What follows belongs to an exercise in optimizing a design on an open flow for small area; a production flow would make more cautious choices.
Function was checked by simulation only, so behaviour that the tests miss may differ from the original.
No activity file was given, so power comes from the tool's default toggle rates.

File: flow/run.sh
#!/bin/bash
# synth_recipe.tcl (not shown) runs the flow's synth.tcl, then flattens the netlist and writes it again
# the make line also repeats each setting of config.mk as NAME=value (left out here)
make -C /OpenROAD-flow-scripts/flow DESIGN_CONFIG=/design/flow/config.mk WORK_HOME=/design/flow/orfs CLKGATE_MAP_FILE= SYNTH_SCRIPT=/design/flow/synth_recipe.tcl finish
File: flow/design.v
`timescale 1ns/100ps
`default_nettype none
module measure_core (
  input  wire logic        gmii_tx_clk,
  input  wire logic        sys_rst,
  input  wire logic        sec_oneshot,
  input  wire logic [31:0] global_counter,
  input  wire logic [9:0]  rx_in,            
  output logic      [7:0]  gmii_txd,
  output logic             gmii_tx_en,
  output logic      [31:0] rx_pps,
  output logic      [31:0] rx_throughput,
  output logic      [31:0] rx_latency
);
  localparam logic [47:0] OWN_MAC  = 48'h003776_000101;
  localparam logic [31:0] OWN_IPV4 = {8'd10, 8'd0, 8'd21, 8'd105};
  wire       rx_valid  = rx_in[9];
  wire       rx_infr   = rx_in[8];
  wire [7:0] rx_data   = rx_in[7:0];
  wire       beat_byte = rx_valid & rx_infr;
  wire       beat_end  = rx_valid & ~rx_infr;
  logic [15:0] byte_cnt;
  logic        rx_closed;
  logic        stat_done;
  logic        arp_ok;      
  logic        magic_ok;    
  logic [47:0] rx_src_mac;
  logic [31:0] rx_ip;       
  wire       cnt_live = beat_byte & ~rx_closed;
  wire       decide   = cnt_live && (byte_cnt == 16'd51);
  logic      ok_first;    
  logic      ok_byte;     
  logic [7:0] ok_exp;
  always_comb begin
    ok_first = 1'b0;
    ok_byte  = 1'b1;
    ok_exp   = 8'h00;
    case (byte_cnt)
      16'd12: begin ok_first = 1'b1; ok_exp = 8'h08; end
      16'd13: ok_exp = 8'h06;
      16'd20: ok_exp = 8'h00;
      16'd21: ok_exp = 8'h01;
      16'd38: ok_exp = OWN_IPV4[31:24];
      16'd39: ok_exp = OWN_IPV4[23:16];
      16'd40: ok_exp = OWN_IPV4[15:8];
      16'd41: ok_exp = OWN_IPV4[7:0];
      default: ok_byte = 1'b0;
    endcase
  end
  logic      mg_byte;
  logic [7:0] mg_exp;
  always_comb begin
    mg_byte = 1'b1;
    mg_exp  = 8'h00;
    case (byte_cnt)
      16'd42: mg_exp = 8'hcc;
      16'd43: mg_exp = 8'h55;
      16'd44: mg_exp = 8'haa;
      16'd45: mg_exp = 8'h33;
      16'd46: mg_exp = 8'h0f;
      default: mg_byte = 1'b0;
    endcase
  end
  wire in_mac   = (byte_cnt >= 16'd6)  && (byte_cnt < 16'd12);
  wire in_ip    = (byte_cnt >= 16'd28) && (byte_cnt < 16'd32);
  wire in_stamp = (byte_cnt >= 16'd47) && (byte_cnt < 16'd51);
  always_ff @(posedge gmii_tx_clk) begin
    if (cnt_live) begin
      if (ok_byte) arp_ok <= (ok_first | arp_ok) & (rx_data == ok_exp);
      if (mg_byte) magic_ok <= ((byte_cnt == 16'd42) | magic_ok) & (rx_data == mg_exp);
      if (in_mac) rx_src_mac <= {rx_src_mac[39:0], rx_data};
      if (in_ip || (in_stamp && magic_ok)) rx_ip <= {rx_ip[23:0], rx_data};
    end
  end
  always_ff @(posedge gmii_tx_clk) begin
    if (beat_end) begin
    end else if (beat_byte) begin
      byte_cnt <= rx_closed ? 16'd1 : byte_cnt + 16'd1;
    end
  end
  always_ff @(posedge gmii_tx_clk) begin
    if (sys_rst) begin
      rx_closed <= 1'b1;
      stat_done <= 1'b0;
    end else begin
      stat_done <= beat_end && !rx_closed && (byte_cnt != 16'd0);
      if (beat_end)       rx_closed <= 1'b1;
      else if (beat_byte) rx_closed <= 1'b0;
    end
  end
  always_ff @(posedge gmii_tx_clk) begin
    if (sys_rst) begin
      rx_latency <= '0;
    end else if (decide && magic_ok) begin
      rx_latency <= global_counter - rx_ip;
    end
  end
  logic [31:0] pkt_acc;
  logic [31:0] byte_acc;
  always_ff @(posedge gmii_tx_clk) begin
    if (sys_rst) begin
      pkt_acc       <= '0;
      byte_acc      <= '0;
      rx_pps        <= '0;
      rx_throughput <= '0;
    end else if (sec_oneshot) begin
      rx_pps        <= pkt_acc;
      rx_throughput <= byte_acc;
      pkt_acc       <= '0;
      byte_acc      <= '0;
    end else if (stat_done) begin
      pkt_acc  <= pkt_acc + 32'd1;
      byte_acc <= byte_acc + {16'h0, byte_cnt};
    end
  end
  logic        req_valid;
  logic [1:0]  q_count;
  logic        wr_ptr;
  logic        rd_ptr;
  logic [79:0] mem0;
  logic [79:0] mem1;
  logic        pop;
  wire take = decide && arp_ok && !magic_ok && !q_count[1];
  always_ff @(posedge gmii_tx_clk) begin
    if (take && !wr_ptr) mem0 <= {rx_src_mac, rx_ip};
    if (take &&  wr_ptr) mem1 <= {rx_src_mac, rx_ip};
  end
  always_ff @(posedge gmii_tx_clk) begin
    if (sys_rst) begin
      req_valid <= 1'b0;
      q_count   <= 2'd0;
      wr_ptr    <= 1'b0;
      rd_ptr    <= 1'b0;
    end else begin
      req_valid <= take;
      if (req_valid) wr_ptr <= ~wr_ptr;
      if (pop)       rd_ptr <= ~rd_ptr;
      case ({req_valid, pop})
        2'b10:   q_count <= q_count + 2'd1;
        2'b01:   q_count <= q_count - 2'd1;
        default: q_count <= q_count;
      endcase
    end
  end
  logic [6:0]  tx_cnt;
  logic [47:0] dst_mac;
  logic [31:0] dst_ip;
  logic [31:0] crc_q;
  logic [7:0]  tx_byte;
  assign pop = ~gmii_tx_en & (q_count != 2'd0);
  function automatic logic [7:0] mac_byte(input logic [47:0] m, input logic [2:0] i);
    case (i)
      3'd0:    mac_byte = m[47:40];
      3'd1:    mac_byte = m[39:32];
      3'd2:    mac_byte = m[31:24];
      3'd3:    mac_byte = m[23:16];
      3'd4:    mac_byte = m[15:8];
      default: mac_byte = m[7:0];
    endcase
  endfunction
  always_comb begin
    case (tx_cnt)
      7'd7:  tx_byte = 8'hd5;
      7'd8, 7'd9, 7'd10, 7'd11, 7'd12, 7'd13:
             tx_byte = mac_byte(dst_mac, tx_cnt[2:0]);
      7'd14, 7'd30: tx_byte = OWN_MAC[47:40];
      7'd15, 7'd31: tx_byte = OWN_MAC[39:32];
      7'd16, 7'd32: tx_byte = OWN_MAC[31:24];
      7'd17, 7'd33: tx_byte = OWN_MAC[23:16];
      7'd18, 7'd34: tx_byte = OWN_MAC[15:8];
      7'd19, 7'd35: tx_byte = OWN_MAC[7:0];
      7'd20: tx_byte = 8'h08;
      7'd21: tx_byte = 8'h06;
      7'd22: tx_byte = 8'h00;
      7'd23: tx_byte = 8'h01;
      7'd24: tx_byte = 8'h08;
      7'd25: tx_byte = 8'h00;
      7'd26: tx_byte = 8'h06;
      7'd27: tx_byte = 8'h04;
      7'd28: tx_byte = 8'h00;
      7'd29: tx_byte = 8'h02;
      7'd36: tx_byte = OWN_IPV4[31:24];
      7'd37: tx_byte = OWN_IPV4[23:16];
      7'd38: tx_byte = OWN_IPV4[15:8];
      7'd39: tx_byte = OWN_IPV4[7:0];
      7'd40, 7'd41, 7'd42, 7'd43, 7'd44, 7'd45:
             tx_byte = mac_byte(dst_mac, tx_cnt[2:0]);
      7'd46: tx_byte = dst_ip[31:24];
      7'd47: tx_byte = dst_ip[23:16];
      7'd48: tx_byte = dst_ip[15:8];
      7'd49: tx_byte = dst_ip[7:0];
      7'd68, 7'd69, 7'd70, 7'd71: tx_byte = ~crc_q[7:0];
      default: tx_byte = (tx_cnt < 7'd7) ? 8'h55 : 8'h00;
    endcase
  end
  function automatic logic [31:0] crc_byte(input logic [31:0] c, input logic [7:0] d);
    logic [31:0] r;
    logic        fb;
    r = c;
    for (int i = 0; i < 8; i++) begin
      fb = r[0] ^ d[i];
      r  = r >> 1;
      if (fb) r = r ^ 32'hedb88320;
    end
    crc_byte = r;
  endfunction
  wire       tx_fcs  = (tx_cnt >= 7'd68);
  wire [7:0] crc_din = tx_fcs ? crc_q[7:0] : tx_byte;
  always_ff @(posedge gmii_tx_clk) begin
    if (!gmii_tx_en || tx_cnt < 7'd8) crc_q <= 32'hffffffff;
    else                              crc_q <= crc_byte(crc_q, crc_din);
  end
  always_ff @(posedge gmii_tx_clk) begin
    if (sys_rst) begin
      gmii_tx_en <= 1'b0;
      tx_cnt     <= '0;
    end else if (pop) begin
      gmii_tx_en <= 1'b1;
      tx_cnt     <= 7'd1;
    end else if (gmii_tx_en) begin
      if (tx_cnt == 7'd72) gmii_tx_en <= 1'b0;
      else                 tx_cnt <= tx_cnt + 7'd1;
    end
  end
  always_ff @(posedge gmii_tx_clk) begin
    if (pop) begin
      {dst_mac, dst_ip} <= rd_ptr ? mem1 : mem0;
      gmii_txd <= 8'h55;
    end else if (gmii_tx_en && tx_cnt != 7'd72) begin
      gmii_txd <= tx_byte;
    end else begin
      gmii_txd <= 8'h00;
    end
  end
endmodule
`default_nettype wire
File: flow/config.mk
export PLATFORM = sky130hd
export DESIGN_NAME = measure_core
export DESIGN_NICKNAME = measure_core
export VERILOG_FILES = /design/flow/design.v
export SDC_FILE = /design/flow/constraint.sdc
export NUM_CORES = 4
export LEC_CHECK = 0
export ABC_AREA = 1
export CAP_MARGIN = 20
export CORE_MARGIN = 2
export CORE_UTILIZATION = 40
export CTS_BUF_LIST = sky130_fd_sc_hd__clkbuf_4
export SLEW_MARGIN = 20
File: flow/constraint.sdc
create_clock -name core_clock -period 5.0 [get_ports {gmii_tx_clk}]
set_input_delay 1.0000 -clock core_clock [delete_from_list [all_inputs] [get_ports {gmii_tx_clk}]]
set_output_delay 1.0000 -clock core_clock [all_outputs]
set_load 0.01 [all_outputs]
==> insert_results.sql, run 1 <==
INSERT INTO impl_metrics (metric_group, metric, value, unit) VALUES
('yosys', 'synth_sequential_area_ratio', '0.581', ''),
('layout', 'design_area', '29300', 'um2'),
('cts', 'hold_bufs_inserted_after_cts', '0', ''),
('sta', 'hold-worst-slack', '0.431', 'ns'),
('place', 'place_congestion', '0.910', ''),
('detailed_routing', 'drt-vias-per-instance', '4.97', ''),
('die', 'num_rows', '91', ''),
('worst_setup_path', 'critPathBufInv', '1', ''),
('worst_setup_path', 'critical_path.cell_chain', 'inv_2, ha_1, nor2_1, nand3_2, o22ai_1, nor2_1, nor2_1, nand2_1, nand2_1, nand2_1, nand2_2, nand2_2, nand2_1, nand2_1, nand2_1, nand2_1, nand2_1, nand2_1, nand2_1, nand2_1', ''),
('worst_setup_path', 'worst_path_most_repeated_cell', 'sky130_fd_sc_hd__nand2_1', ''),
('detailed_routing', 'route.detailed.drc', '0', ''),
('power', 'power_leakage', '12.0', 'nW'),
('detailed_routing', 'vias', '19500', ''),
('cts', 'root_buffer', 'sky130_fd_sc_hd__clkbuf_4', ''),
('yosys', 'commonest_cells_post_synth', 'sky130_fd_sc_hd__nand2_1, sky130_fd_sc_hd__edfxtp_1, sky130_fd_sc_hd__inv_1, sky130_fd_sc_hd__nor2_1, sky130_fd_sc_hd__dfxtp_1', ''),
('die', 'initial_util', '0.404', ''),
('yosys', 'dominantRegCellSynth', 'sky130_fd_sc_hd__edfxtp_1', ''),
('worst_setup_path', 'worst_path_dominant_cell_family', 'simple AND/OR/NAND/NOR gates', ''),
('global_route', 'grt_max_degree', '83', ''),
('die', 'fp.dieW', '253', 'um'),
('worst_setup_path', 'sort_of_element_at_the_start_of_the_critical_path', 'flip-flop', ''),
('worst_setup_path', 'timing.critical_path.required', '5.82', 'ns'),
('power', 'totalPowerFinal', '9.25', 'mW'),
('yosys', 'synthDominantAreaCellType', 'sky130_fd_sc_hd__edfxtp_1', ''),
('global_route', 'grt_overflow', '0', ''),
('sta', 'rsz0062_at_grt', 'false', ''),
('sta', 'worst_slew_margin_rel', '0.349', ''),
('worst_setup_path', 'ff2ff_path_depth', '20', ''),
('worst_setup_path', 'setup.worst_path.end_class', 'flip-flop', ''),
('layout', 'final_core_util', '0.475', ''),
('layout', 'finalNetCount', '3077', ''),
('layout', 'area_growth', '17.6', '%'),
('yosys', 'yosysUniqueCellTypes', '55', ''),
('outcome', 'status', 'timing/DRC/antenna clean', ''),
('cts', 'cts_resized', '0', ''),
('power', 'p_per_area', '316', 'nW/um2'),
('yosys', 'synth_most_common_cell', 'sky130_fd_sc_hd__nand2_1', ''),
('hold_path', 'min_path_cells', '1', ''),
('worst_setup_path', 'slowest_delay', '0.61', 'ns'),
('cts', 'tritoncts_clock_tree', 'built', ''),
('yosys', 'netlist_instances', '2725', ''),
('yosys', 'postSynth.asyncResetShare', '0', ''),
('sta', 'finalSetupViolations', '0', ''),
('die', 'floorplan.die.height', '253', 'um'),
('detailed_routing', 'antenna_left', '0', ''),
('power', 'max-vdd-ir-drop', '0.209', 'mV'),
('hold_path', 'min-delay-start', 'crc_q[17]', ''),
('global_route', 'grt_first_pass_wirelength', '102', 'mm'),
('yosys', 'syn_avg_cell_area', '9.13', 'um2'),
('worst_setup_path', 'timing.critical_path.slowest_stage_cell', 'sky130_fd_sc_hd__dfxtp_1', ''),
('worst_setup_path', 'rrSetupSlack', '1.26', 'ns'),
('die', 'top_level_ports', '150', ''),
('detailed_routing', 'detailedRoute.firstIterationViolations', '1232', ''),
('yosys', 'synth.cell_area', '24900', 'um2'),
('worst_setup_path', 'worst_r2r_endpoint', 'crc_q[19]', ''),
('place', 'i_o_buffers', '149', ''),
('detailed_routing', 'route.final.wire_length', '63.8', 'mm'),
('cts', 'clock_latency', '0.97', 'ns'),
('die', 'die-area', '64200', 'um2'),
('yosys', 'synth_seq_cells', '553', ''),
('cts', 'htreeDepth', '4', ''),
('sta', 'clk_skew', '0.0556', 'ns'),
('yosys', 'synth.top_cells.by_area', 'sky130_fd_sc_hd__edfxtp_1, sky130_fd_sc_hd__dfxtp_1, sky130_fd_sc_hd__nand2_1', ''),
('yosys', 'synth.net_count', '2830', ''),
('run', 'timing.max_cap.violations', '0', ''),
('yosys', 'post-synth-top-area-fraction', '0.408', ''),
('cts', 'cts_setup_buffers', '0', ''),
('place', 'hpwlAfterDp', '44.0', 'mm'),
('detailed_routing', 'first_pass_iteration_count_of_the_detailed_router', '5', ''),
('sta', 'post-route-min-period', '3.74', 'ns'),
('global_route', 'grt_use_total', '0.201', '');
power by group:
part	leakage (nW)	switching [mW]	internal, mW
Combinational	6.05	0.211	0.153
Clock	1.13	1.91	2.14
Sequential	4.79	0.0261	4.82
cell type report:
type / instances / area, um2
tap: 837 / 1050
clock inverter: 39 / 290
antenna: 4 / 10.0
timing repair buffer: 171 / 1700
sequential: 553 / 14500
fill: 5920 / 32300
clock buffer: 214 / 1610
multi-input combinational: 1808 / 9080
inverter: 290 / 1090
how the worst max path moves through the flow:
stage,start,endpoint
2_1_floorplan,rx_in[8],mem0[0]
3_3_place_gp,global_counter[0],rx_latency[26]
3_5_place_dp,global_counter[0],rx_latency[26]
4_1_cts,tx_cnt[0],crc_q[19]
5_1_grt,tx_cnt[0],crc_q[19]
6_report,tx_cnt[2],crc_q[19]
placed cells by master, fill, tap and decap left out, types with 34 or more instances in the layout:
cell                              instances
sky130_fd_sc_hd__nand2_1                677
sky130_fd_sc_hd__clkdlybuf4s50_1        148
sky130_fd_sc_hd__inv_1                  276
sky130_fd_sc_hd__nor3_1                  48
sky130_fd_sc_hd__o21ai_0                199
sky130_fd_sc_hd__ha_1                    58
sky130_fd_sc_hd__nand4_1                 34
sky130_fd_sc_hd__edfxtp_1               338
sky130_fd_sc_hd__dfxtp_1                214
sky130_fd_sc_hd__nor2_1                 265
sky130_fd_sc_hd__a21oi_1                167
sky130_fd_sc_hd__clkbuf_4               214
sky130_fd_sc_hd__nand3_1                117
sky130_fd_sc_hd__xor2_1                  43
through the flow:
| stage | worst slack (ns) | setup TNS [ns] | instances |
|---|---|---|---|
| finish | 1.26 | 0 | 3916 |
| global route | 0.850 | 0 | 3915 |
| detailed placement | 0.659 | 0 | 3658 |
| CTS | 1.26 | 0 | 3911 |
| global placement | 0.714 | 0 | 3658 |
| floorplan | -0.623 | -99.69 | 2725 |
layer usage:
metal,global-route usage,wire length (um),vias to the layer above
met5,0,11,-
met4,0.0698,1200,2
met3,0.0534,3940,106
met2,0.321,29600,528
met1,0.263,29100,9089
li1,-,-,9730
sequential cells by signal, summed over array words and instances, names as in the netlist, 2 cells and up:
signal	count
pkt_acc	32
gmii_txd	8
q_count	2
rx_latency	32
rx_src_mac	48
rx_pps	32
crc_q	32
rx_ip	32
dst_mac	48
dst_ip	32
tx_cnt	7
rx_throughput	32
mem1	80
byte_acc	32
mem0	80
byte_cnt	16
cells by family after synthesis:
family / after synthesis / share of synthesized area
and+or+nand+nor: 1225 / 0.207
buffers and inverters: 364 / 0.0563
DFF: 553 / 0.581
xor gates and xnor gates: 69 / 0.0254
AOI/OAI and AO/OA: 454 / 0.0997
adders and majority gates: 60 / 0.0308
==> inputs of run 2 (changes only) <==
--- a/flow/config.mk
+++ b/flow/config.mk
@@ -6,8 +6,6 @@
 export NUM_CORES = 4
 export LEC_CHECK = 0
-export ABC_AREA = 1
 export CAP_MARGIN = 20
 export CORE_MARGIN = 2
 export CORE_UTILIZATION = 40
-export CTS_BUF_LIST = sky130_fd_sc_hd__clkbuf_4
 export SLEW_MARGIN = 20
==> insert_results.sql, run 2 <==
INSERT INTO impl_metrics (metric_group, metric, value, unit) VALUES
('cts', 'numClockSinks', '553', ''),
('worst_setup_path', 'worst_path_dominant_cell_family', 'compound AO/OA/AOI/OAI gates', ''),
('layout', 'reg.largest.list', 'mem0 x80, mem1 x80', ''),
('cts', 'clk_pin_slew_worst_paths', '0.06', 'ns'),
('detailed_routing', 'antenna_left', '0', ''),
('worst_setup_path', 'timing.critical_path.slowest_stage_cell', 'sky130_fd_sc_hd__a2111oi_0', ''),
('worst_setup_path', 'timing.critical_path.required', '5.50', 'ns'),
('yosys', 'post-synth-top-area-fraction', '0.423', ''),
('yosys', 'synth_most_common_cell', 'sky130_fd_sc_hd__edfxtp_1', ''),
('layout', 'finalNetCount', '2233', ''),
('detailed_routing', 'drt-vias-per-instance', '5.16', ''),
('power', 'max-vdd-ir-drop', '0.285', 'mV'),
('detailed_routing', 'routed_len_inst', '18.2', 'um'),
('detailed_routing', 'route.layer.met1.wl', '24.2', 'mm'),
('yosys', 'commonest_cells_post_synth', 'sky130_fd_sc_hd__edfxtp_1, sky130_fd_sc_hd__dfxtp_1, sky130_fd_sc_hd__nor2_1, sky130_fd_sc_hd__nand2_1, sky130_fd_sc_hd__a21oi_1', ''),
('sta', 'worst_slew_pin_slew', '1.08', 'ns'),
('worst_setup_path', 'worstPathArrival', '4.65', 'ns'),
('die', 'top_level_ports', '150', ''),
('die', 'core_area', '59100', 'um2'),
('detailed_routing', 'dr.max_layer_used', 'met5', ''),
('layout', 'antennaDiodeCount', '0', ''),
('cts', 'max-clock-path-buffers', '3', ''),
('detailed_routing', 'first_pass_iteration_count_of_the_detailed_router', '5', ''),
('cts', 'htreeDepth', '2', ''),
('cts', 'cts_resized', '0', ''),
('detailed_routing', 'vias', '15200', ''),
('power', 'power_leakage', '10.0', 'nW'),
('worst_setup_path', 'sort_of_element_at_the_start_of_the_critical_path', 'flip-flop', ''),
('layout', 'layout_commonest_cell', 'sky130_fd_sc_hd__edfxtp_1', ''),
('die', 'fp.dieW', '249', 'um'),
('worst_setup_path', 'rrSetupSlack', '0.85', 'ns'),
('yosys', 'yosysWarnings', '1', ''),
('global_route', 'grt_overflow', '0', ''),
('place', 'i_o_buffers', '149', ''),
('layout', 'most_frequent_cells_in_the_layout', 'sky130_fd_sc_hd__edfxtp_1, sky130_fd_sc_hd__dfxtp_1, sky130_fd_sc_hd__nor2_1', ''),
('worst_setup_path', 'critPathBufInv', '1', ''),
('sta', 'rsz0062_at_grt', 'false', ''),
('yosys', 'synth_sequential_area_ratio', '0.602', ''),
('detailed_routing', 'met2_length', '24.6', 'mm'),
('worst_setup_path', 'slowest_delay', '0.63', 'ns'),
('layout', 'layout-drive-gt1-share', '0.117', ''),
('die', 'num_rows', '89', ''),
('worst_setup_path', 'worstSetupPathType', 'flip-flop to flip-flop', ''),
('sta', 'worst_slew_margin_rel', '0.278', ''),
('global_route', 'grt_max_degree', '65', ''),
('place', 'number_of_placed_instances_with_taps_included', '2842', ''),
('sta', 'layout_worst_path_cycle_share', '0.830', ''),
('yosys', 'postSynth.asyncResetShare', '0', ''),
('global_route', 'initial_antenna_violation_count', '3', ''),
('run', 'timing.max_cap.violations', '0', ''),
('detailed_routing', 'route.final.wire_length', '53.8', 'mm'),
('place', 'place_congestion', '0.856', ''),
('yosys', 'synth.net_count', '2081', ''),
('layout', 'area_growth', '17.9', '%'),
('hold_path', 'min_path_type', 'flip-flop to flip-flop', ''),
('worst_setup_path', 'setup.worst_path.end_class', 'flip-flop', ''),
('sta', 'finalSetupViolations', '0', ''),
('worst_setup_path', 'worstPathMaxFanout', '16', ''),
('global_route', 'first_global_vias', '15400', ''),
('cts', 'clock_latency', '0.64', 'ns'),
('die', 'floorplan.die.height', '249', 'um'),
('sta', 'clk_skew', '0.0357', 'ns'),
('yosys', 'synthDominantAreaCellType', 'sky130_fd_sc_hd__edfxtp_1', ''),
('sta', 'hold_violations', '0', ''),
('sta', 'tns', '0', 'ns'),
('place', 'hpwlAfterDp', '36.8', 'mm'),
('detailed_routing', 'route.detailed.drc', '0', ''),
('yosys', 'synth.top_cells.by_area', 'sky130_fd_sc_hd__edfxtp_1, sky130_fd_sc_hd__dfxtp_1, sky130_fd_sc_hd__mux2_2', ''),
('layout', 'final_cells', '2950', ''),
('cts', 'hold_bufs_inserted_after_cts', '0', ''),
('die', 'initial_util', '0.406', ''),
('sta', 'timing.final.max_slew_violations', '0', ''),
('outcome', 'status', 'timing/DRC/antenna clean', ''),
('global_route', 'grt_use_total', '0.172', ''),
('cts', 'tritoncts_clock_tree', 'built', ''),
('sta', 'post-route-min-period', '4.15', 'ns'),
('yosys', 'synth_seq_cells', '553', ''),
('yosys', 'dominantRegCellSynth', 'sky130_fd_sc_hd__edfxtp_1', ''),
('worst_setup_path', 'critical_path.cell_chain', 'inv_1, ha_1, nor4_2, nor4_1, a2111oi_0, o211ai_1, a21oi_1, o21bai_2, xor2_4, xnor3_1, nor2_2, xor2_2, mux2_1', ''),
('cts', 'cts_setup_buffers', '0', ''),
('sta', 'max_freq', '241', 'MHz'),
('detailed_routing', 'dr_wl_met3', '3.18', 'mm'),
('yosys', 'synth.cell_area', '24000', 'um2'),
('cts', 'cts_buffers', '57', ''),
('die', 'die-area', '62000', 'um2'),
('detailed_routing', 'detailedRoute.firstIterationViolations', '969', ''),
('yosys', 'netlist_instances', '1976', ''),
('power', 'totalPowerFinal', '10.0', 'mW'),
('cts', 'root_buffer', 'sky130_fd_sc_hd__clkbuf_16', ''),
('global_route', 'grt_first_pass_wirelength', '85.5', 'mm'),
('yosys', 'syn_avg_cell_area', '12.1', 'um2'),
('yosys', 'count_of_flip_flops_with_a_built_in_enable_after_synthesis', '338', ''),
('yosys', 'yosysUniqueCellTypes', '98', ''),
('power', 'p_per_area', '355', 'nW/um2');
run 2: cell type report:
cell class | count | area (um2)
fill | 5298 | 30800
multi-input combinational | 1276 | 8960
inverter | 66 | 248
clock inverter | 32 | 390
clock buffer | 76 | 1600
tap | 773 | 967
timing repair buffer | 174 | 1670
sequential | 553 | 14500
run 2: kinds of logic (layout without fill, tap and decap cells):
logic type / count (synthesis) / in the layout / share of synthesized area
adders and majority gates: 60 / 60 / 0.0319
muxes: 178 / 178 / 0.0798
DFF: 553 / 553 / 0.602
and+or+nand+nor: 603 / 603 / 0.121
buffers and inverters: 147 / 348 / 0.0252
AOI/OAI and AO/OA: 282 / 282 / 0.0780
xor gates and xnor gates: 153 / 153 / 0.0612
run 2: final timing paths:
check                                   start        end  cells past startpoint
worst max-delay path                tx_cnt[0]  crc_q[23]                     13
worst min-delay path            rx_src_mac[5]   mem0[37]                      0
worst max register to register      tx_cnt[0]  crc_q[23]                     13
worst min register to register  rx_src_mac[5]   mem0[37]                      0
run 2: layer usage:
layer | vias up | GRT usage
met2 | 353 | 0.276
li1 | 7423 | -
met3 | 103 | 0.0399
met1 | 7327 | 0.226
met5 | - | 0
met4 | 6 | 0.0675
run 2: metrics by stage:
stage | setup WS, ns | cell area, um2 | utilization | hold slack [ns]
final | 0.850 | 28300 | 0.479 | 0.447
after global routing | 0.606 | 28300 | 0.479 | 0.456
after CTS | 0.893 | 28300 | 0.479 | 0.449
after detailed placement | 0.401 | 26300 | 0.445 | 0.432
after global placement | 0.381 | 26300 | 0.445 | 0.422
after floorplan | -0.386 | 24000 | - | 0.421
run 2: power breakdown:
group	internal (mW)	total (mW)	switching (mW)	leakage, nW
Sequential	5.02	5.13	0.111	4.79
Clock	2.58	4.40	1.82	0.961
Combinational	0.205	0.503	0.298	4.28
Total	7.81	10.0	2.23	10.0
==> inputs of run 3 (changes only) <==
--- a/flow/design.v
+++ b/flow/design.v
@@ -116,13 +116,11 @@
   logic        req_valid;
   logic [1:0]  q_count;
-  logic        wr_ptr;
-  logic        rd_ptr;
-  logic [79:0] mem0;
-  logic [79:0] mem1;
+  logic [79:0] q_tail;
+  logic [79:0] q_head;
   logic        pop;
   wire take = decide && arp_ok && !magic_ok && !q_count[1];
   always_ff @(posedge gmii_tx_clk) begin
-    if (take && !wr_ptr) mem0 <= {rx_src_mac, rx_ip};
-    if (take &&  wr_ptr) mem1 <= {rx_src_mac, rx_ip};
+    if (take) q_tail <= {rx_src_mac, rx_ip};
+    if (pop || q_count == 2'd0) q_head <= q_tail;
   end
   always_ff @(posedge gmii_tx_clk) begin
@@ -130,10 +128,6 @@
       req_valid <= 1'b0;
       q_count   <= 2'd0;
-      wr_ptr    <= 1'b0;
-      rd_ptr    <= 1'b0;
     end else begin
       req_valid <= take;
-      if (req_valid) wr_ptr <= ~wr_ptr;
-      if (pop)       rd_ptr <= ~rd_ptr;
       case ({req_valid, pop})
         2'b10:   q_count <= q_count + 2'd1;
@@ -194,4 +188,5 @@
     endcase
   end
+  assign gmii_txd = gmii_tx_en ? tx_byte : 8'h00;
   function automatic logic [31:0] crc_byte(input logic [31:0] c, input logic [7:0] d);
     logic [31:0] r;
@@ -217,19 +212,12 @@
     end else if (pop) begin
       gmii_tx_en <= 1'b1;
-      tx_cnt     <= 7'd1;
+      tx_cnt     <= '0;
     end else if (gmii_tx_en) begin
-      if (tx_cnt == 7'd72) gmii_tx_en <= 1'b0;
+      if (tx_cnt == 7'd71) gmii_tx_en <= 1'b0;
       else                 tx_cnt <= tx_cnt + 7'd1;
     end
   end
   always_ff @(posedge gmii_tx_clk) begin
-    if (pop) begin
-      {dst_mac, dst_ip} <= rd_ptr ? mem1 : mem0;
-      gmii_txd <= 8'h55;
-    end else if (gmii_tx_en && tx_cnt != 7'd72) begin
-      gmii_txd <= tx_byte;
-    end else begin
-      gmii_txd <= 8'h00;
-    end
+    if (pop) {dst_mac, dst_ip} <= q_head;
   end
 endmodule
==> flow/flow/run.sh (new file) <==
#!/bin/bash
# Standard layout with small port buffers and a clock tree without dummy loads.
export BUFFER_PORTS_ARGS="-buffer_cell sky130_fd_sc_hd__buf_1"
export CTS_ARGS="-sink_clustering_enable -repair_clock_nets -dont_use_dummy_load -buf_list sky130_fd_sc_hd__clkbuf_16"
bash standard.sh > standard.log 2>&1
==> flow/standard.sh (new file) <==
#!/bin/bash
# synth_recipe.tcl (not shown) runs the flow's synth.tcl, then flattens the netlist and writes it again
# the make line also repeats each setting of config.mk as NAME=value (left out here)
make -C /OpenROAD-flow-scripts/flow DESIGN_CONFIG=/design/flow/config.mk WORK_HOME=/design/flow/orfs CLKGATE_MAP_FILE= SYNTH_SCRIPT=/design/flow/synth_recipe.tcl "${@:-finish}"
removed: flow/run.sh
==> insert_results.sql, run 3 <==
INSERT INTO impl_metrics (metric_group, metric, value, unit) VALUES
('global_route', 'grt_use_total', '0.168', ''),
('cts', 'cts_setup_buffers', '0', ''),
('worst_setup_path', 'crit_cells', '9', ''),
('yosys', 'synth.net_count', '1978', ''),
('global_route', 'grt_first_pass_wirelength', '79.3', 'mm'),
('layout', 'area.sequential', '14300', 'um2'),
('layout', 'area_growth', '12.4', '%'),
('yosys', 'yosysUniqueCellTypes', '89', ''),
('sta', 'post-route-min-period', '4.60', 'ns'),
('sta', 'tns', '0', 'ns'),
('run', 'timing.max_cap.violations', '0', ''),
('layout', 'final.fill_count', '5182', ''),
('detailed_routing', 'routed_len_inst', '17.9', 'um'),
('detailed_routing', 'antenna_left', '0', ''),
('cts', 'tritoncts_clock_tree', 'built', ''),
('global_route', 'globalRouteMet1Util', '0.226', ''),
('outcome', 'status', 'timing/DRC/antenna clean', ''),
('cts', 'htreeDepth', '2', ''),
('cts', 'numClockSinks', '543', ''),
('power', 'power_leakage', '9.22', 'nW'),
('die', 'initial_util', '0.405', ''),
('die', 'floorplan.die.height', '243', 'um'),
('yosys', 'yosysWarnings', '1', ''),
('power', 'internal_power', '7.14', 'mW'),
('sta', 'worst_slew_margin_rel', '0.331', ''),
('global_route', 'grt_util_met2', '0.261', ''),
('die', 'core_area', '56500', 'um2'),
('global_route', 'gr-max-usage-layer', 'met2', ''),
('sta', 'timing.final.max_slew_violations', '0', ''),
('hold_path', 'min_path_cells', '0', ''),
('detailed_routing', 'drt-vias-per-instance', '5.20', ''),
('power', 'p_clk_frac', '0.375', ''),
('yosys', 'synthDominantAreaCellType', 'sky130_fd_sc_hd__edfxtp_1', ''),
('power', 'combinationalPowerShare', '0.075', ''),
('yosys', 'commonest_cells_post_synth', 'sky130_fd_sc_hd__edfxtp_1, sky130_fd_sc_hd__dfxtp_1, sky130_fd_sc_hd__nor2_1, sky130_fd_sc_hd__nand2_1, sky130_fd_sc_hd__mux2i_1', ''),
('sta', 'layout_worst_path_cycle_share', '0.920', ''),
('cts', 'clk_pin_slew_worst_paths', '0.05', 'ns'),
('cts', 'root_buffer', 'sky130_fd_sc_hd__clkbuf_16', ''),
('global_route', 'grt_overflow', '0', ''),
('worst_setup_path', 'setup.worst_path.end_class', 'primary output', ''),
('power', 'power.share.switching', '0.230', ''),
('global_route', 'met3_capacity_usage_during_global_routing', '0.0393', ''),
('yosys', 'synth_sequential_area_ratio', '0.623', ''),
('cts', 'max-clock-path-buffers', '3', ''),
('layout', 'most_frequent_cells_in_the_layout', 'sky130_fd_sc_hd__edfxtp_1, sky130_fd_sc_hd__dfxtp_1, sky130_fd_sc_hd__nor2_1', ''),
('sta', 'finalSetupViolations', '0', ''),
('global_route', 'initial_antenna_violation_count', '6', ''),
('worst_setup_path', 'worstSetupPathType', 'flip-flop to primary output', ''),
('place', 'hpwlAfterDp', '34.5', 'mm'),
('worst_setup_path', 'worst_path_dominant_cell_family', 'simple AND/OR/NAND/NOR gates', ''),
('detailed_routing', 'first_pass_iteration_count_of_the_detailed_router', '5', ''),
('yosys', 'count_of_flip_flops_with_a_built_in_enable_after_synthesis', '338', ''),
('yosys', 'synth.top_cells.by_area', 'sky130_fd_sc_hd__edfxtp_1, sky130_fd_sc_hd__dfxtp_1, sky130_fd_sc_hd__mux2i_1', ''),
('detailed_routing', 'route.detailed.drc', '0', ''),
('yosys', 'synth.cell_area', '22900', 'um2'),
('worst_setup_path', 'timing.critical_path.required', '4.00', 'ns'),
('die', 'num_rows', '87', ''),
('global_route', 'grt_max_degree', '81', ''),
('worst_setup_path', 'critical_path.cell_chain', 'inv_1, ha_1, or4_1, and4_4, nor4_4, nand4b_4, mux2i_1, and2_1, buf_1', ''),
('hold_path', 'min_path_type', 'flip-flop to flip-flop', ''),
('power', 'reg_power_frac', '0.549', ''),
('global_route', 'first_global_vias', '14400', ''),
('yosys', 'dominantRegCellSynth', 'sky130_fd_sc_hd__edfxtp_1', ''),
('layout', 'finalNetCount', '2134', ''),
('detailed_routing', 'vias', '14500', ''),
('yosys', 'synth_most_common_cell', 'sky130_fd_sc_hd__edfxtp_1', ''),
('worst_setup_path', 'worstPathArrival', '3.60', 'ns'),
('cts', 'cts_resized', '0', ''),
('worst_setup_path', 'timing.critical_path.slowest_stage_cell', 'sky130_fd_sc_hd__or4_1', ''),
('die', 'top_level_ports', '150', ''),
('place', 'place_congestion', '0.897', ''),
('place', 'i_o_buffers', '149', ''),
('cts', 'hold_bufs_inserted_after_cts', '0', ''),
('worst_setup_path', 'worstPathMaxFanout', '16', ''),
('worst_setup_path', 'critPathBufInv', '2', ''),
('detailed_routing', 'route.final.wire_length', '49.7', 'mm'),
('yosys', 'post-synth-top-area-fraction', '0.443', ''),
('power', 'power.net_switching', '2.14', 'mW'),
('cts', 'cts_buffers', '56', ''),
('sta', 'clk_skew', '0.0704', 'ns'),
('die', 'fp.dieW', '243', 'um'),
('power', 'max-vdd-ir-drop', '0.225', 'mV'),
('power', 'p_per_area', '361', 'nW/um2'),
('worst_setup_path', 'ff2ff_path_depth', '12', ''),
('layout', 'layout_commonest_cell', 'sky130_fd_sc_hd__edfxtp_1', ''),
('layout', 'multiInputGateArea', '8150', 'um2'),
('yosys', 'netlist_instances', '1873', ''),
('layout', 'reg.largest.list', 'q_head x80, q_tail x80', ''),
('place', 'number_of_placed_instances_with_taps_included', '2727', ''),
('yosys', 'synth_seq_cells', '543', ''),
('layout', 'layout-drive-gt1-share', '0.0557', ''),
('sta', 'max_freq', '217', 'MHz'),
('die', 'die-area', '59200', 'um2'),
('yosys', 'syn_avg_cell_area', '12.2', 'um2'),
('sta', 'worst_slew_pin_slew', '1.00', 'ns'),
('sta', 'hold_violations', '0', ''),
('sta', 'rsz0062_at_grt', 'false', ''),
('cts', 'clock_latency', '0.62', 'ns'),
('worst_setup_path', 'sort_of_element_at_the_start_of_the_critical_path', 'flip-flop', ''),
('yosys', 'postSynth.asyncResetShare', '0', ''),
('sta', 'hold-worst-slack', '0.369', 'ns'),
('layout', 'final_cells', '2784', ''),
('detailed_routing', 'detailedRoute.firstIterationViolations', '1095', ''),
('worst_setup_path', 'slowest_delay', '0.60', 'ns');
## run 3: cell types whose count changed in the layout (fill, tap and decap cells not counted), sizes merged, moves of 16 or more
cell and delta:
mux2 -85, and3 +24, clkbuf -18, a21oi -19, clkinv -20, clkdlybuf4s50 -147
buf +141, nor2 -17, xor2 -16
## run 3: path summary, 6_finish.rpt
path | start | to | slack (ns)
min | q_tail[33] | q_head[33] | 0.37
max | tx_cnt[1] | gmii_txd[0] | 0.40
min reg2reg | q_tail[33] | q_head[33] | 0.37
max reg2reg | tx_cnt[1] | crc_q[19] | 0.76
## run 3: stage by stage
step / power, mW / util / instance area [um2] / setup slack [ns]
after floorplan: 5.59 / - / 22900 / 0.318
after global placement: 5.89 / 0.430 / 24300 / 0.688
after detailed placement: 5.90 / 0.430 / 24300 / 0.584
after CTS: 9.40 / 0.455 / 25700 / 0.359
after global routing: 9.65 / 0.455 / 25700 / 0.0721
final: 9.28 / 0.455 / 25700 / 0.400
## run 3: final cells by class
class / instances / area share
Antenna cell: 1 / 0.0000973
Sequential cell: 543 / 0.554
Clock buffer: 56 / 0.0545
Inverter: 60 / 0.00876
Multi-Input combinational cell: 1198 / 0.317
Tap cell: 756 / 0.0368
Timing Repair Buffer: 170 / 0.0288
## run 3: worst register-to-register path: cells and delay by family (launching register included)
kind | cells | cell delay, ns
AOI/OAI and AO/OA | 2 | 0.86
xor gates and xnor gates | 4 | 1.43
adders and majority gates | 1 | 0.52
buffers and inverters | 1 | 0.12
DFF | 1 | 0.34
and+or+nand+nor | 4 | 0.76
## run 3: per-layer routing
metal,vias up,wire (um)
li1,7073,-
met1,6945,22300
met2,346,22500
met3,109,3170
met4,10,1670
met5,-,70
## run 3: logic make-up (layout without fill, tap and decap cells)
kind of cell | after synthesis | in the layout | share of synthesized area
simple gates | 616 | 616 | 0.134
flops | 543 | 543 | 0.623
compound gates | 278 | 278 | 0.0820
xor+xnor | 149 | 149 | 0.0621
buf+inv | 132 | 286 | 0.0231
mux | 95 | 95 | 0.0424
fa+ha+maj | 60 | 60 | 0.0334
other cells | 0 | 1 | 0
## run 3: power by group through the flow
| stage | clock, mW | combinational, mW | sequential [mW] |
|---|---|---|---|
| final | 3.48 | 0.699 | 5.10 |
| after detailed placement | 0 | 0.702 | 5.19 |
| after CTS | 3.59 | 0.703 | 5.10 |
| after global placement | 0 | 0.690 | 5.20 |
| after floorplan | 0 | 0.497 | 5.10 |
| after global routing | 3.76 | 0.765 | 5.12 |
==> inputs of run 4 (changes only) <==
==> flow/flow/run.sh (replaced) <==
#!/bin/bash
# Standard layout with small port buffers and a clock tree without dummy loads.
export BUFFER_PORTS_ARGS="-buffer_cell sky130_fd_sc_hd__buf_1"
export CTS_ARGS="-sink_clustering_enable -repair_clock_nets -dont_use_dummy_load -buf_list sky130_fd_sc_hd__clkbuf_16 -sink_clustering_size 30 -sink_clustering_max_diameter 80"
bash standard.sh > standard.log 2>&1
==> insert_results.sql, run 4 <==
INSERT INTO impl_metrics (metric_group, metric, value, unit) VALUES
('yosys', 'netlist_instances', '1873', ''),
('detailed_routing', 'route.detailed.drc', '0', ''),
('detailed_routing', 'routed_len_inst', '17.8', 'um'),
('outcome', 'status', 'timing/DRC/antenna clean', ''),
('power', 'power_leakage', '8.89', 'nW'),
('power', 'reg_power_frac', '0.624', ''),
('worst_setup_path', 'worst_path_dominant_cell_family', 'simple AND/OR/NAND/NOR gates', ''),
('cts', 'cts_setup_buffers', '0', ''),
('global_route', 'globalRouteMet1Util', '0.226', ''),
('cts', 'root_buffer', 'sky130_fd_sc_hd__clkbuf_16', ''),
('global_route', 'grt_max_degree', '81', ''),
('hold_path', 'min_path_type', 'flip-flop to flip-flop', ''),
('worst_setup_path', 'crit_cells', '9', ''),
('layout', 'layout_commonest_cell', 'sky130_fd_sc_hd__edfxtp_1', ''),
('die', 'initial_util', '0.405', ''),
('die', 'core_area', '56500', 'um2'),
('yosys', 'commonest_cells_post_synth', 'sky130_fd_sc_hd__edfxtp_1, sky130_fd_sc_hd__dfxtp_1, sky130_fd_sc_hd__nor2_1, sky130_fd_sc_hd__nand2_1, sky130_fd_sc_hd__mux2i_1', ''),
('sta', 'post-route-min-period', '4.56', 'ns'),
('power', 'power.share.switching', '0.238', ''),
('cts', 'clk_pin_slew_worst_paths', '0.10', 'ns'),
('global_route', 'grt_first_pass_wirelength', '78.3', 'mm'),
('worst_setup_path', 'worstPathArrival', '3.56', 'ns'),
('sta', 'hold-worst-slack', '0.358', 'ns'),
('global_route', 'first_global_vias', '14200', ''),
('die', 'fp.dieW', '243', 'um'),
('global_route', 'met3_capacity_usage_during_global_routing', '0.0331', ''),
('cts', 'tritoncts_clock_tree', 'built', ''),
('yosys', 'count_of_flip_flops_with_a_built_in_enable_after_synthesis', '338', ''),
('global_route', 'gr-max-usage-layer', 'met2', ''),
('worst_setup_path', 'worstPathMaxFanout', '16', ''),
('yosys', 'synth.cell_area', '22900', 'um2'),
('die', 'num_rows', '87', ''),
('worst_setup_path', 'timing.critical_path.slowest_stage_cell', 'sky130_fd_sc_hd__or4_1', ''),
('layout', 'layout-drive-gt1-share', '0.0430', ''),
('sta', 'layout_worst_path_cycle_share', '0.912', ''),
('place', 'hpwlAfterDp', '34.5', 'mm'),
('worst_setup_path', 'sort_of_element_at_the_start_of_the_critical_path', 'flip-flop', ''),
('die', 'floorplan.die.height', '243', 'um'),
('sta', 'finalSetupViolations', '0', ''),
('yosys', 'syn_avg_cell_area', '12.2', 'um2'),
('sta', 'timing.final.max_slew_violations', '0', ''),
('power', 'combinationalPowerShare', '0.086', ''),
('detailed_routing', 'detailedRoute.firstIterationViolations', '1035', ''),
('place', 'placement.cell_area', '24300', 'um2'),
('detailed_routing', 'vias', '14400', ''),
('worst_setup_path', 'critical_path.cell_chain', 'inv_1, ha_1, or4_1, and4_4, nor4_4, nand4b_4, mux2i_1, and2_1, buf_1', ''),
('global_route', 'initial_antenna_violation_count', '6', ''),
('layout', 'most_frequent_cells_in_the_layout', 'sky130_fd_sc_hd__edfxtp_1, sky130_fd_sc_hd__dfxtp_1, sky130_fd_sc_hd__nor2_1', ''),
('global_route', 'grt_util_met2', '0.262', '');
==> run 4: cell families after synthesis <==
group	share of synthesized area
muxes	0.0424
adders and majority gates	0.0334
xor gates and xnor gates	0.0621
buffers and inverters	0.0231
and+or+nand+nor	0.134
AOI/OAI and AO/OA	0.0820
DFF	0.623
==> run 4: final cells by class <==
cell class | count | area (um2)
fillers | 5255 | 31400
flip-flops and latches | 543 | 14300
multi-input cells | 1198 | 8150
well taps | 756 | 946
repair buffers | 170 | 741
clock buffers | 29 | 726
inverters | 60 | 225
diodes | 1 | 2.50
==> run 4: layer usage <==
metal	vias to the layer above	share of wire
met5	-	0.0014
met4	10	0.030
met3	90	0.056
met2	320	0.46
met1	6934	0.46
li1	7009	-
==> run 4: power groups by stage <==
stage	Combinational [mW]	Clock, mW	Sequential [mW]
after floorplan	0.497	0	5.10
after global placement	0.690	0	5.20
after detailed placement	0.702	0	5.19
after CTS	0.703	2.46	5.09
after global routing	0.765	2.60	5.11
final	0.701	2.36	5.09
==> run 4: path summary, 6_finish.rpt <==
check | start | endpoint
max reg2reg | tx_cnt[1] | crc_q[19]
max | tx_cnt[1] | gmii_txd[0]
min reg2reg | q_tail[33] | q_head[33]
min | q_tail[33] | q_head[33]
==> run 4: stage by stage <==
step | util | total power, mW | worst slack (ns)
floorplan | - | 5.59 | 0.318
global placement | 0.430 | 5.89 | 0.688
finish | 0.443 | 8.15 | 0.439
global route | 0.443 | 8.48 | 0.114
CTS | 0.443 | 8.26 | 0.396
detailed placement | 0.430 | 5.90 | 0.584

re-timing with driven ports:
Ports are ideal in the flow. The routed layouts listed here were re-timed in OpenROAD.
Step 1 assumes that a clkbuf_16 drives the clock port and a buf_2 every other input.
Step 2, shift: input delay + t, output delay - t, t = (earliest + latest rising clock arrival at the registers) / 2. This alone moves slack from input paths to output paths.
Slacks: ideal / step 1 / step 2; pairs: ideal / step 1.
run | t, ns | setup slack, ns | worst setup path at the end | slew at the worst register clock pin (ns) | pins driven straight from the clock port
run 1 | 1.000 | 1.257 / 1.257 / 0.651 | input to register | 0.08 / 0.08 | 1
run 2 | 0.684 | 0.850 / 0.850 / 0.402 | input to register | 0.07 / 0.07 | 1
run 3 | 0.644 | 0.400 / 0.342 / 0.516 | input to register | 0.06 / 0.06 | 1
run 4 | 0.638 | 0.439 / 0.380 / 0.475 | input to register | 0.10 / 0.10 | 1
After both steps setup and hold are still met in every run listed. For run 1, which loses most, drivers alone change the setup slack by 0.000 ns; drivers and shift together by -0.606 ns.
